From an optimization exercise on the open Yosys and OpenROAD flow, aimed at small area; shortcuts taken in it are not production practice.
In this exercise RTL edits were held to simulation tests only and were not proved equivalent to the original.
Power figures rest on the tool's default switching activity, not on a simulated workload.

==> run a: inputs <==
==> flow/design.v <==
package calc_pkg;
    typedef logic [3:0] key_code_t;
    localparam key_code_t KEY_1      = 4'h0;
    localparam key_code_t KEY_2      = 4'h1;
    localparam key_code_t KEY_3      = 4'h2;
    localparam key_code_t KEY_ADD    = 4'h3;
    localparam key_code_t KEY_4      = 4'h4;
    localparam key_code_t KEY_5      = 4'h5;
    localparam key_code_t KEY_6      = 4'h6;
    localparam key_code_t KEY_SUB    = 4'h7;
    localparam key_code_t KEY_7      = 4'h8;
    localparam key_code_t KEY_8      = 4'h9;
    localparam key_code_t KEY_9      = 4'ha;
    localparam key_code_t KEY_MUL    = 4'hb;
    localparam key_code_t KEY_CLEAR  = 4'hc;
    localparam key_code_t KEY_0      = 4'hd;
    localparam key_code_t KEY_EQUALS = 4'he;
    localparam key_code_t KEY_DIV    = 4'hf;
    typedef enum logic [4:0] {
        SCAN_0   = 5'b00001,
        SCAN_1   = 5'b00010,
        SCAN_2   = 5'b00100,
        SCAN_3   = 5'b01000,
        KEY_HELD = 5'b10000
    } scan_state_t;
    typedef enum logic [2:0] {OP_NONE, OP_ADD, OP_SUB, OP_MUL, OP_DIV} calc_op_t;
    localparam int OPERAND_W        = 32;
    localparam int RESULT_W         = 54;
    localparam int BCD_DIGITS       = 16;
    localparam int SCAN_TICK_CYCLES = 64;    
endpackage
module keypad_scanner (
    input  logic       clk,
    input  logic       reset_p,
    input  logic [3:0] row,
    output logic [3:0] col,
    output logic [3:0] key_value,
    output logic       key_valid,
    output logic [5:0] tc,           
    output logic       cap,          
    output logic [3:0] cap_code      
);
    logic [1:0] cidx;
    logic [1:0] rlow;
    logic       tick;
    logic       row_any;
    assign tick    = &tc;
    assign row_any = |row;
    assign rlow    = row[0] ? 2'd0 : row[1] ? 2'd1 : row[2] ? 2'd2 : 2'd3;
    assign col     = 4'b0001 << cidx;
    assign cap     = tick & ~key_valid & row_any;
    assign cap_code = {rlow, cidx};
    always_ff @(posedge clk or posedge reset_p) begin
        if (reset_p) begin
            tc        <= '0;
            cidx      <= '0;
            key_valid <= 1'b0;
            key_value <= '0;
        end else begin
            tc <= tc + 1'b1;
            if (tick) begin
                if (!key_valid) begin
                    if (row_any) begin
                        key_valid <= 1'b1;
                        key_value <= cap_code;
                    end else begin
                        cidx <= cidx + 1'b1;
                    end
                end else if (!row_any) begin
                    key_valid <= 1'b0;
                    cidx      <= '0;
                end
            end
        end
    end
endmodule
module calc_core (
    input  logic        clk,
    input  logic        reset_p,
    input  logic [5:0]  tc,
    input  logic        cap,
    input  logic [3:0]  cap_code,
    input  logic [3:0]  key_value,
    output logic [53:0] result,
    output logic [63:0] result_bcd,
    output logic        result_ready
);
    logic k_dig, k_clr, k_op, k_eq;
    assign k_op  = (cap_code[1:0] == 2'd3);
    assign k_clr = (cap_code == 4'hc);
    assign k_eq  = (cap_code == 4'he);
    assign k_dig = ~k_op & ~k_clr & ~k_eq;
    logic [3:0] dval;
    always_comb begin
        case (key_value[3:2])
            2'd0:    dval = {2'b00, key_value[1:0]} + 4'd1;
            2'd1:    dval = {2'b00, key_value[1:0]} + 4'd4;
            2'd2:    dval = {2'b00, key_value[1:0]} + 4'd7;
            default: dval = 4'd0;
        endcase
    end
    logic        second, ev, fv, ent;
    logic [1:0]  op;       
    logic [1:0]  ph;
    logic [31:0] E, F;
    logic [53:0] R;
    logic [63:0] D;
    logic op_key, eq_key;
    assign op_key = cap & k_op & ~second;
    assign eq_key = cap & k_eq & second;
    logic       p1d, p2d, p3d, enz;
    logic [1:0] ec;
    logic       dbit;
    logic [2:0] et;
    assign dbit = (tc[4:2] == 3'd0) & dval[tc[1:0]];
    assign et   = {2'b00, p1d} + {2'b00, p3d} + {2'b00, dbit} + {1'b0, ec};
    always_ff @(posedge clk) begin
        p1d <= ent & E[0] & ev;
        p2d <= p1d;
        p3d <= p2d;
        ec  <= ent ? et[2:1] : 2'd0;
        enz <= ent & (enz | et[0]);    
    end
    logic        ph1, ph2, ph3, step, xfer, bcd_step, first;
    logic        is_div, is_mul, last;
    logic        abit, bz;
    logic        sel_r, lsb, m, inv, r_en;
    logic [53:0] X, Y, sum;
    logic        q;
    assign ph1      = (ph == 2'd1);
    assign ph2      = (ph == 2'd2);
    assign ph3      = (ph == 2'd3);
    assign step     = ph1 & ~tc[5];
    assign xfer     = ph1 & tc[5] & is_div;
    assign bcd_step = ph2 | (ph3 & (tc < 6'd44));
    assign first    = (tc[4:0] == 5'd0);
    assign last     = (tc[4:0] == 5'd31);
    assign is_div   = (op == 2'd3);
    assign is_mul   = (op == 2'd2);
    assign abit     = F[~tc[4:0]] & fv;
    assign bz       = ~ev;
    always_comb begin
        sel_r = 1'b1;
        lsb   = 1'b0;
        m     = 1'b0;
        inv   = 1'b0;
        r_en  = 1'b0;
        if (step) begin
            sel_r = ~first;
            r_en  = 1'b1;
            if (is_div) begin
                lsb = abit;
                m   = ev;
                inv = first | ~R[33];
            end else if (is_mul) begin
                m   = abit & ev;
            end else begin
                lsb = abit;
                m   = last & ev;
                inv = last & op[0];
            end
        end else if (xfer) begin
            sel_r = ~first;
            lsb   = D[15] & ~bz;
            r_en  = 1'b1;
        end else if (bcd_step) begin
            lsb  = R[53];
            r_en = ~tc[0];
        end
    end
    logic sh_r, hold_r;
    assign sh_r   = r_en & sel_r;
    assign hold_r = ~r_en;
    always_comb begin
        X[0] = r_en ? lsb : R[0];
        for (int i = 1; i < 34; i++)
            X[i] = (R[i - 1] & sh_r) | (R[i] & hold_r);
        X[53:34] = R[52:33];
    end
    assign Y   = {{22{inv}}, ({32{m}} & E) ^ {32{inv}}};
    logic [54:0] cy;
    always_comb begin
        cy[0] = inv;
        for (int i = 0; i < 54; i++) begin
            sum[i]    = X[i] ^ Y[i] ^ cy[i];
            cy[i + 1] = (X[i] & Y[i]) | (X[i] & cy[i]) | (Y[i] & cy[i]);
        end
    end
    assign q   = ~sum[33];
    logic [31:0] d_half;
    logic        d_cy, cf, kill;
    bin_to_bcd u_dd (
        .d      (D[31:0]),
        .adj    (bcd_step),
        .bit_in (step ? q : (bcd_step & (tc[0] ? cf : R[53]))),
        .d_next (d_half),
        .carry  (d_cy)
    );
    assign kill = ph1 & tc[5];
    always_ff @(posedge clk)
        cf <= d_cy;
    always_ff @(posedge clk) begin
        if (ent)
            E <= {et[0], E[31:1]};
        if (op_key) begin
            F  <= E;
            fv <= ev;
            op <= cap_code[3:2];
        end
        R[33:0] <= sum[33:0];
        if (r_en)
            R[53:34] <= sum[53:34];
        if (ph1 | bcd_step)
            D <= {d_half[31:17], d_half[16] & ~kill, d_half[15:0], D[63:32]};
    end
    always_ff @(posedge clk or posedge reset_p) begin
        if (reset_p) begin
            second <= 1'b0;
            ev     <= 1'b0;
            ent    <= 1'b0;
            ph     <= 2'd0;
        end else begin
            if (cap & k_dig)
                ent <= 1'b1;
            else if (last)
                ent <= 1'b0;
            if (ent & last)
                ev <= enz | et[0];
            else if ((cap & k_clr) | op_key | (ph1 & (&tc)))
                ev <= 1'b0;
            if (op_key)
                second <= 1'b1;
            else if (eq_key)
                second <= 1'b0;
            if (eq_key)
                ph <= 2'd1;
            else if (ph1 & (&tc))
                ph <= 2'd2;
            else if (ph2 & (&tc))
                ph <= 2'd3;
            else if (result_ready)
                ph <= 2'd0;
        end
    end
    assign result_ready = ph3 & (tc == 6'd44);
    assign result       = R;
    assign result_bcd   = D;
endmodule
module bin_to_bcd (
    input  logic [31:0] d,
    input  logic        adj,
    input  logic        bit_in,
    output logic [31:0] d_next,
    output logic        carry
);
    logic [31:0] a;
    always_comb begin
        for (int i = 0; i < 8; i++) begin
            logic a3, a2, a1, a0, ge5;
            {a3, a2, a1, a0} = d[4*i +: 4];
            ge5 = adj & (a3 | (a2 & (a1 | a0)));
            a[4*i + 3] = ge5 | a3;
            a[4*i + 2] = (a2 & ~ge5) | (adj & a3 & a0);
            a[4*i + 1] = (a1 & (~ge5 | a0)) | (adj & a3 & ~a0);
            a[4*i + 0] = ge5 ^ a0;
        end
    end
    assign d_next = {a[30:0], bit_in};
    assign carry  = a[31];
endmodule
module keypad_calc_top (
    input  logic        clk,
    input  logic        reset_p,
    input  logic [3:0]  row,
    output logic [3:0]  col,
    output logic [3:0]  key_value,
    output logic        key_valid,
    output logic [53:0] result,
    output logic [63:0] result_bcd,
    output logic        result_ready
);
    logic [5:0] tc;
    logic       cap;
    logic [3:0] cap_code;
    keypad_scanner u_scanner (
        .clk       (clk),
        .reset_p   (reset_p),
        .row       (row),
        .col       (col),
        .key_value (key_value),
        .key_valid (key_valid),
        .tc        (tc),
        .cap       (cap),
        .cap_code  (cap_code)
    );
    calc_core u_calc (
        .clk          (clk),
        .reset_p      (reset_p),
        .tc           (tc),
        .cap          (cap),
        .cap_code     (cap_code),
        .key_value    (key_value),
        .result       (result),
        .result_bcd   (result_bcd),
        .result_ready (result_ready)
    );
endmodule
==> flow/flow/run.sh <==
#!/bin/bash
# Standard layout (the standard.sh) with three changes:
#  - after the standard synthesis, its combinational logic is re-mapped for
#    area by ABC (flow/resyn.tcl); registers and full adders are untouched,
#    and flow/equiv.tcl proves the result equal to the standard netlist
#  - port buffers use the smallest buffer cell
#  - a leaner clock tree (clkbuf_8, clusters of 18, no dummy loads)
# Each tool's output goes to a log file in this folder.
set -euo pipefail
export BUFFER_PORTS_ARGS="-buffer_cell sky130_fd_sc_hd__buf_1"
export CTS_ARGS="-sink_clustering_enable -repair_clock_nets -dont_use_dummy_load -buf_list sky130_fd_sc_hd__clkbuf_8 -sink_clustering_size 18 -sink_clustering_max_diameter 55"
bash standard.sh synth > standard_synth.log 2>&1
RES=orfs/results/sky130hd/keypad_calc_top/base
cp $RES/1_2_yosys.v standard_synth.v
export RESYN_IN=$(pwd)/standard_synth.v RESYN_OUT=$(pwd)/resyn.v RESYN_SCRIPT=$(pwd)/flow/resyn.abc
$FLOW_HOME/../tools/install/yosys/bin/yosys -c flow/resyn.tcl > resyn_yosys.log 2>&1
$FLOW_HOME/../tools/install/yosys/bin/yosys -c flow/equiv.tcl > resyn_equiv.log 2>&1
if grep -q -e assign -e '\$lut' resyn.v; then echo "resyn.v is not a plain cell netlist" >&2; exit 1; fi
cp resyn.v $RES/1_2_yosys.v
bash standard.sh > standard_flow.log 2>&1
==> flow/flow/equiv.tcl <==
# Prove the re-mapped netlist equal to the standard synthesis (same
# registers, by name); the flow stops if it is not.
yosys -import
set lib $::env(FLOW_HOME)/platforms/sky130hd/lib/sky130_fd_sc_hd__tt_025C_1v80.lib
read_liberty -ignore_miss_func -ignore_miss_dir $lib
read_verilog $::env(RESYN_IN)
yosys rename $::env(FLOW_TOP) gold
read_verilog $::env(RESYN_OUT)
yosys rename $::env(FLOW_TOP) gate
flatten gold gate
hierarchy -check
async2sync
equiv_make gold gate equiv
hierarchy -top equiv
equiv_simple -seq 2
equiv_induct
equiv_status -assert
==> flow/flow/resyn.abc <==
strash
dc2
dch -f
map -a
mfs2 -a
strash
&get -n
&st
&dch -f
&nf -a -R 1000
&put
mfs2 -a
strash
&get -n
&st
&dch -f
&nf -a -R 1000
&put
topo
==> flow/flow/resyn.tcl <==
# Re-map the combinational logic of the standard synthesis for area.
# Flip-flops, full adders and tie cells are kept exactly as the
# standard synthesis made them (same instances, names and cell types).
yosys -import
set lib $::env(FLOW_HOME)/platforms/sky130hd/lib/sky130_fd_sc_hd__tt_025C_1v80.lib
read_liberty -ignore_miss_func -ignore_miss_dir $lib
read_verilog $::env(RESYN_IN)
hierarchy -top $::env(FLOW_TOP)
set keep {}
foreach c [list fa_1 fa_2 fa_4 conb_1] { lappend keep sky130_fd_sc_hd__$c }
# every sequential cell of the library stays a black box
foreach c {dfrtp_1 dfrtp_2 dfrtp_4 dfxtp_1 dfxtp_2 dfxtp_4 edfxtp_1 dfstp_1 dfstp_2 dfstp_4 dfrbp_1 dfrbp_2 dfsbp_1 dfsbp_2 dfxbp_1 dfxbp_2 edfxbp_1 dfbbn_1 dfbbn_2 dfbbp_1 dfrtn_1} { lappend keep sky130_fd_sc_hd__$c }
foreach c $keep { setattr -mod -set blackbox 1 $c }
flatten
# wires named after the flattened cells' pins are not names of the design
yosys rename -hide w:_*_.*
opt_clean -purge
# the platform's don't-use cells (platforms/sky130hd/config.mk)
set f [open $::env(FLOW_HOME)/platforms/sky130hd/config.mk]
set cfg [read $f]
close $f
set dont_use {}
foreach c [lsort -unique [regexp -all -inline {sky130_fd_sc_hd__(?:probe|probec|lpflow)_\w+} $cfg]] {
    lappend dont_use -dont_use $c
}
abc -liberty $lib {*}$dont_use -script $::env(RESYN_SCRIPT)
opt_clean -purge
splitnets
opt_clean -purge
hilomap -singleton -hicell sky130_fd_sc_hd__conb_1 HI -locell sky130_fd_sc_hd__conb_1 LO
# (no pass-through wires to buffer: checked by run.sh)
opt_clean -purge
stat -liberty $lib
write_verilog -noattr -nohex -nodec $::env(RESYN_OUT)
==> flow/standard.sh <==
#!/bin/bash
# synth_recipe.tcl (not shown) runs the flow's synth.tcl, then flattens the netlist and writes it again
# the make line also repeats each setting of config.mk as NAME=value (left out here)
make -C /OpenROAD-flow-scripts/flow DESIGN_CONFIG=/design/flow/config.mk WORK_HOME=/design/flow/orfs CLKGATE_MAP_FILE= SYNTH_SCRIPT=/design/flow/synth_recipe.tcl "${@:-finish}"
==> flow/config.mk <==
export PLATFORM = sky130hd
export DESIGN_NAME = keypad_calc_top
export DESIGN_NICKNAME = keypad_calc_top
export VERILOG_FILES = /design/flow/design.v
export SDC_FILE = /design/flow/constraint.sdc
export NUM_CORES = 4
export LEC_CHECK = 0
export CAP_MARGIN = 0
export CORE_MARGIN = 10
export CORE_UTILIZATION = 70
export GPL_TIMING_DRIVEN = 0
export SLEW_MARGIN = 0
==> flow/constraint.sdc <==
create_clock -name core_clock -period 260.0 [get_ports {clk}]
set_input_delay 52.0000 -clock core_clock [delete_from_list [all_inputs] [get_ports {clk}]]
set_output_delay 52.0000 -clock core_clock [all_outputs]
set_load 0.01 [all_outputs]
==> run b (differences from run a) <==
--- a/flow/design.v
+++ b/flow/design.v
@@ -169,13 +169,5 @@
         end
     end
-    logic sh_r, hold_r;
-    assign sh_r   = r_en & sel_r;
-    assign hold_r = ~r_en;
-    always_comb begin
-        X[0] = r_en ? lsb : R[0];
-        for (int i = 1; i < 34; i++)
-            X[i] = (R[i - 1] & sh_r) | (R[i] & hold_r);
-        X[53:34] = R[52:33];
-    end
+    assign X   = {R[52:33], R[32:0] & {33{sel_r}}, lsb};
     assign Y   = {{22{inv}}, ({32{m}} & E) ^ {32{inv}}};
     logic [54:0] cy;
@@ -208,7 +200,6 @@
             op <= cap_code[3:2];
         end
-        R[33:0] <= sum[33:0];
         if (r_en)
-            R[53:34] <= sum[53:34];
+            R <= sum;
         if (ph1 | bcd_step)
             D <= {d_half[31:17], d_half[16] & ~kill, d_half[15:0], D[63:32]};
==> flow/flow/run.sh (replaced) <==
#!/bin/bash
# Standard layout (the standard.sh) with three changes:
#  - after the standard synthesis, its combinational logic is re-mapped for
#    area by ABC (flow/resyn.tcl); registers and adder cells are untouched
#  - port buffers use the smallest buffer cell
#  - a leaner clock tree (clkbuf_4/8, clusters of 12, no dummy loads)
# Each tool's output goes to a log file in this folder.
set -euo pipefail
export BUFFER_PORTS_ARGS="-buffer_cell sky130_fd_sc_hd__buf_1"
export CTS_ARGS="-sink_clustering_enable -repair_clock_nets -dont_use_dummy_load -buf_list {sky130_fd_sc_hd__clkbuf_4 sky130_fd_sc_hd__clkbuf_8} -sink_clustering_size 12 -sink_clustering_max_diameter 40"
bash standard.sh synth > standard_synth.log 2>&1
RES=orfs/results/sky130hd/keypad_calc_top/base
cp $RES/1_2_yosys.v standard_synth.v
export RESYN_IN=$(pwd)/standard_synth.v RESYN_OUT=$(pwd)/resyn.v RESYN_SCRIPT=$(pwd)/flow/resyn.abc
$FLOW_HOME/../tools/install/yosys/bin/yosys -c flow/resyn.tcl > resyn_yosys.log 2>&1
$FLOW_HOME/../tools/install/yosys/bin/yosys -c flow/equiv.tcl > resyn_equiv.log 2>&1
if grep -q assign resyn.v; then echo "resyn.v has assign statements" >&2; exit 1; fi
cp resyn.v $RES/1_2_yosys.v
bash standard.sh > standard_flow.log 2>&1
==> flow/flow/resyn.abc (replaced) <==
&get -n
&st
&dch -f
&nf -a -R 1000
&st
&dch -f
&nf -a -R 1000
&st
&dch -f
&nf -a -R 1000
&put
--- a/flow/flow/resyn.tcl
+++ b/flow/flow/resyn.tcl
@@ -1,4 +1,4 @@
 # Re-map the combinational logic of the standard synthesis for area.
-# Flip-flops, full adders and tie cells are kept exactly as the
+# Flip-flops, full/half adders and tie cells are kept exactly as the
 # standard synthesis made them (same instances, names and cell types).
 yosys -import
@@ -8,5 +8,5 @@
 hierarchy -top $::env(FLOW_TOP)
 set keep {}
-foreach c [list fa_1 fa_2 fa_4 conb_1] { lappend keep sky130_fd_sc_hd__$c }
+foreach c [list fa_1 fa_2 fa_4 ha_1 ha_2 ha_4 conb_1] { lappend keep sky130_fd_sc_hd__$c }
 # every sequential cell of the library stays a black box
 foreach c {dfrtp_1 dfrtp_2 dfrtp_4 dfxtp_1 dfxtp_2 dfxtp_4 edfxtp_1 dfstp_1 dfstp_2 dfstp_4 dfrbp_1 dfrbp_2 dfsbp_1 dfsbp_2 dfxbp_1 dfxbp_2 edfxbp_1 dfbbn_1 dfbbn_2 dfbbp_1 dfrtn_1} { lappend keep sky130_fd_sc_hd__$c }
CAP_MARGIN = 20   (was 0)
GPL_TIMING_DRIVEN = default   (was 0)
SLEW_MARGIN = 20   (was 0)
==> run c (differences from run a) <==
--- a/flow/design.v
+++ b/flow/design.v
@@ -138,5 +138,5 @@
     assign is_div   = (op == 2'd3);
     assign is_mul   = (op == 2'd2);
-    assign abit     = F[~tc[4:0]] & fv;
+    assign abit     = F[31] & fv;
     assign bz       = ~ev;
     always_comb begin
@@ -203,6 +203,6 @@
         if (ent)
             E <= {et[0], E[31:1]};
+        F <= op_key ? E : {F[30:0], F[31]};
         if (op_key) begin
-            F  <= E;
             fv <= ev;
             op <= cap_code[3:2];
--- a/flow/flow/run.sh
+++ b/flow/flow/run.sh
@@ -5,9 +5,9 @@
 #    and flow/equiv.tcl proves the result equal to the standard netlist
 #  - port buffers use the smallest buffer cell
-#  - a leaner clock tree (clkbuf_8, clusters of 18, no dummy loads)
+#  - a leaner clock tree (clkbuf_8, clusters of 20, no dummy loads)
 # Each tool's output goes to a log file in this folder.
 set -euo pipefail
 export BUFFER_PORTS_ARGS="-buffer_cell sky130_fd_sc_hd__buf_1"
-export CTS_ARGS="-sink_clustering_enable -repair_clock_nets -dont_use_dummy_load -buf_list sky130_fd_sc_hd__clkbuf_8 -sink_clustering_size 18 -sink_clustering_max_diameter 55"
+export CTS_ARGS="-sink_clustering_enable -repair_clock_nets -dont_use_dummy_load -buf_list sky130_fd_sc_hd__clkbuf_8 -sink_clustering_size 20 -sink_clustering_max_diameter 55"
 bash standard.sh synth > standard_synth.log 2>&1
 RES=orfs/results/sky130hd/keypad_calc_top/base
GPL_TIMING_DRIVEN = default   (was 0)
==> comparison table <==
| metric | run c | run b | run a |
|---|---|---|---|
| Met1 capacity usage during global routing | 26.1% | 29.4% | 26.5% |
| Net count after synthesis | 662 | 733 | 639 |
| Core occupancy in the finished layout | 80.7% | 80.1% | 79.4% |
| Mapped Avg Cell Area | 14.5 sq um | 14.2 sq um | 15.3 sq um |
| Met3 wirelength from detailed routing | 967 um | 1530 um | 1380 um |
| Routability congestion estimate from global placement | 0.856 | 0.870 | 0.841 |
| Routed via count | 5415 | 5868 | 5488 |
| Die Y-Extent | 132 um | 135 um | 132 um |
| Placeable Area | 0.0121 sq mm | 0.0131 sq mm | 0.0125 sq mm |
| Total power of the final layout | 0.0500 mW | 0.0566 mW | 0.0506 mW |
| Outcome | no timing/DRC/antenna violations | no timing/DRC/antenna violations | no timing/DRC/antenna violations |
| Crit. Startpoint | row[1] | u_scanner.tc[0] | u_scanner.tc[0] |
| Later-pin clock latency in the skew report | 0.51 ns | 0.55 ns | 0.51 ns |
| First-pass iteration count of the detailed router | 5 | 5 | 6 |
| Crit-path slowest cell | sky130_fd_sc_hd__nor2_4 | sky130_fd_sc_hd__dfrtp_1 | sky130_fd_sc_hd__nor2_1 |

-- static timing again, ports no longer ideal --
Ports are ideal in the flow. The routed layouts listed here were re-timed in OpenROAD.
Step 1 assumes that a clkbuf_16 drives the clock port and a buf_2 every other input.
Step 2 moves the port delays by t, midway between the first and last clock arrival at a register: inputs arrive t later, outputs are due t later. That takes back most of the time a late clock gives input paths.
a / b / c = ideal ports / drivers / drivers and shift; a / b = the first two.
run	t, ns	setup WS [ns]	worst register clock-pin slew, ns
run a	0.514	205.647 / 205.609 / 205.757	0.11 / 0.11
run b	0.557	205.742 / 205.705 / 205.889	0.08 / 0.08
run c	0.508	205.834 / 205.832 / 205.324	0.12 / 0.12
After both steps setup and hold are still met in every run listed. The setup slack of run c, which loses most, moves by -0.002 ns with the drivers and by -0.510 ns with both steps.
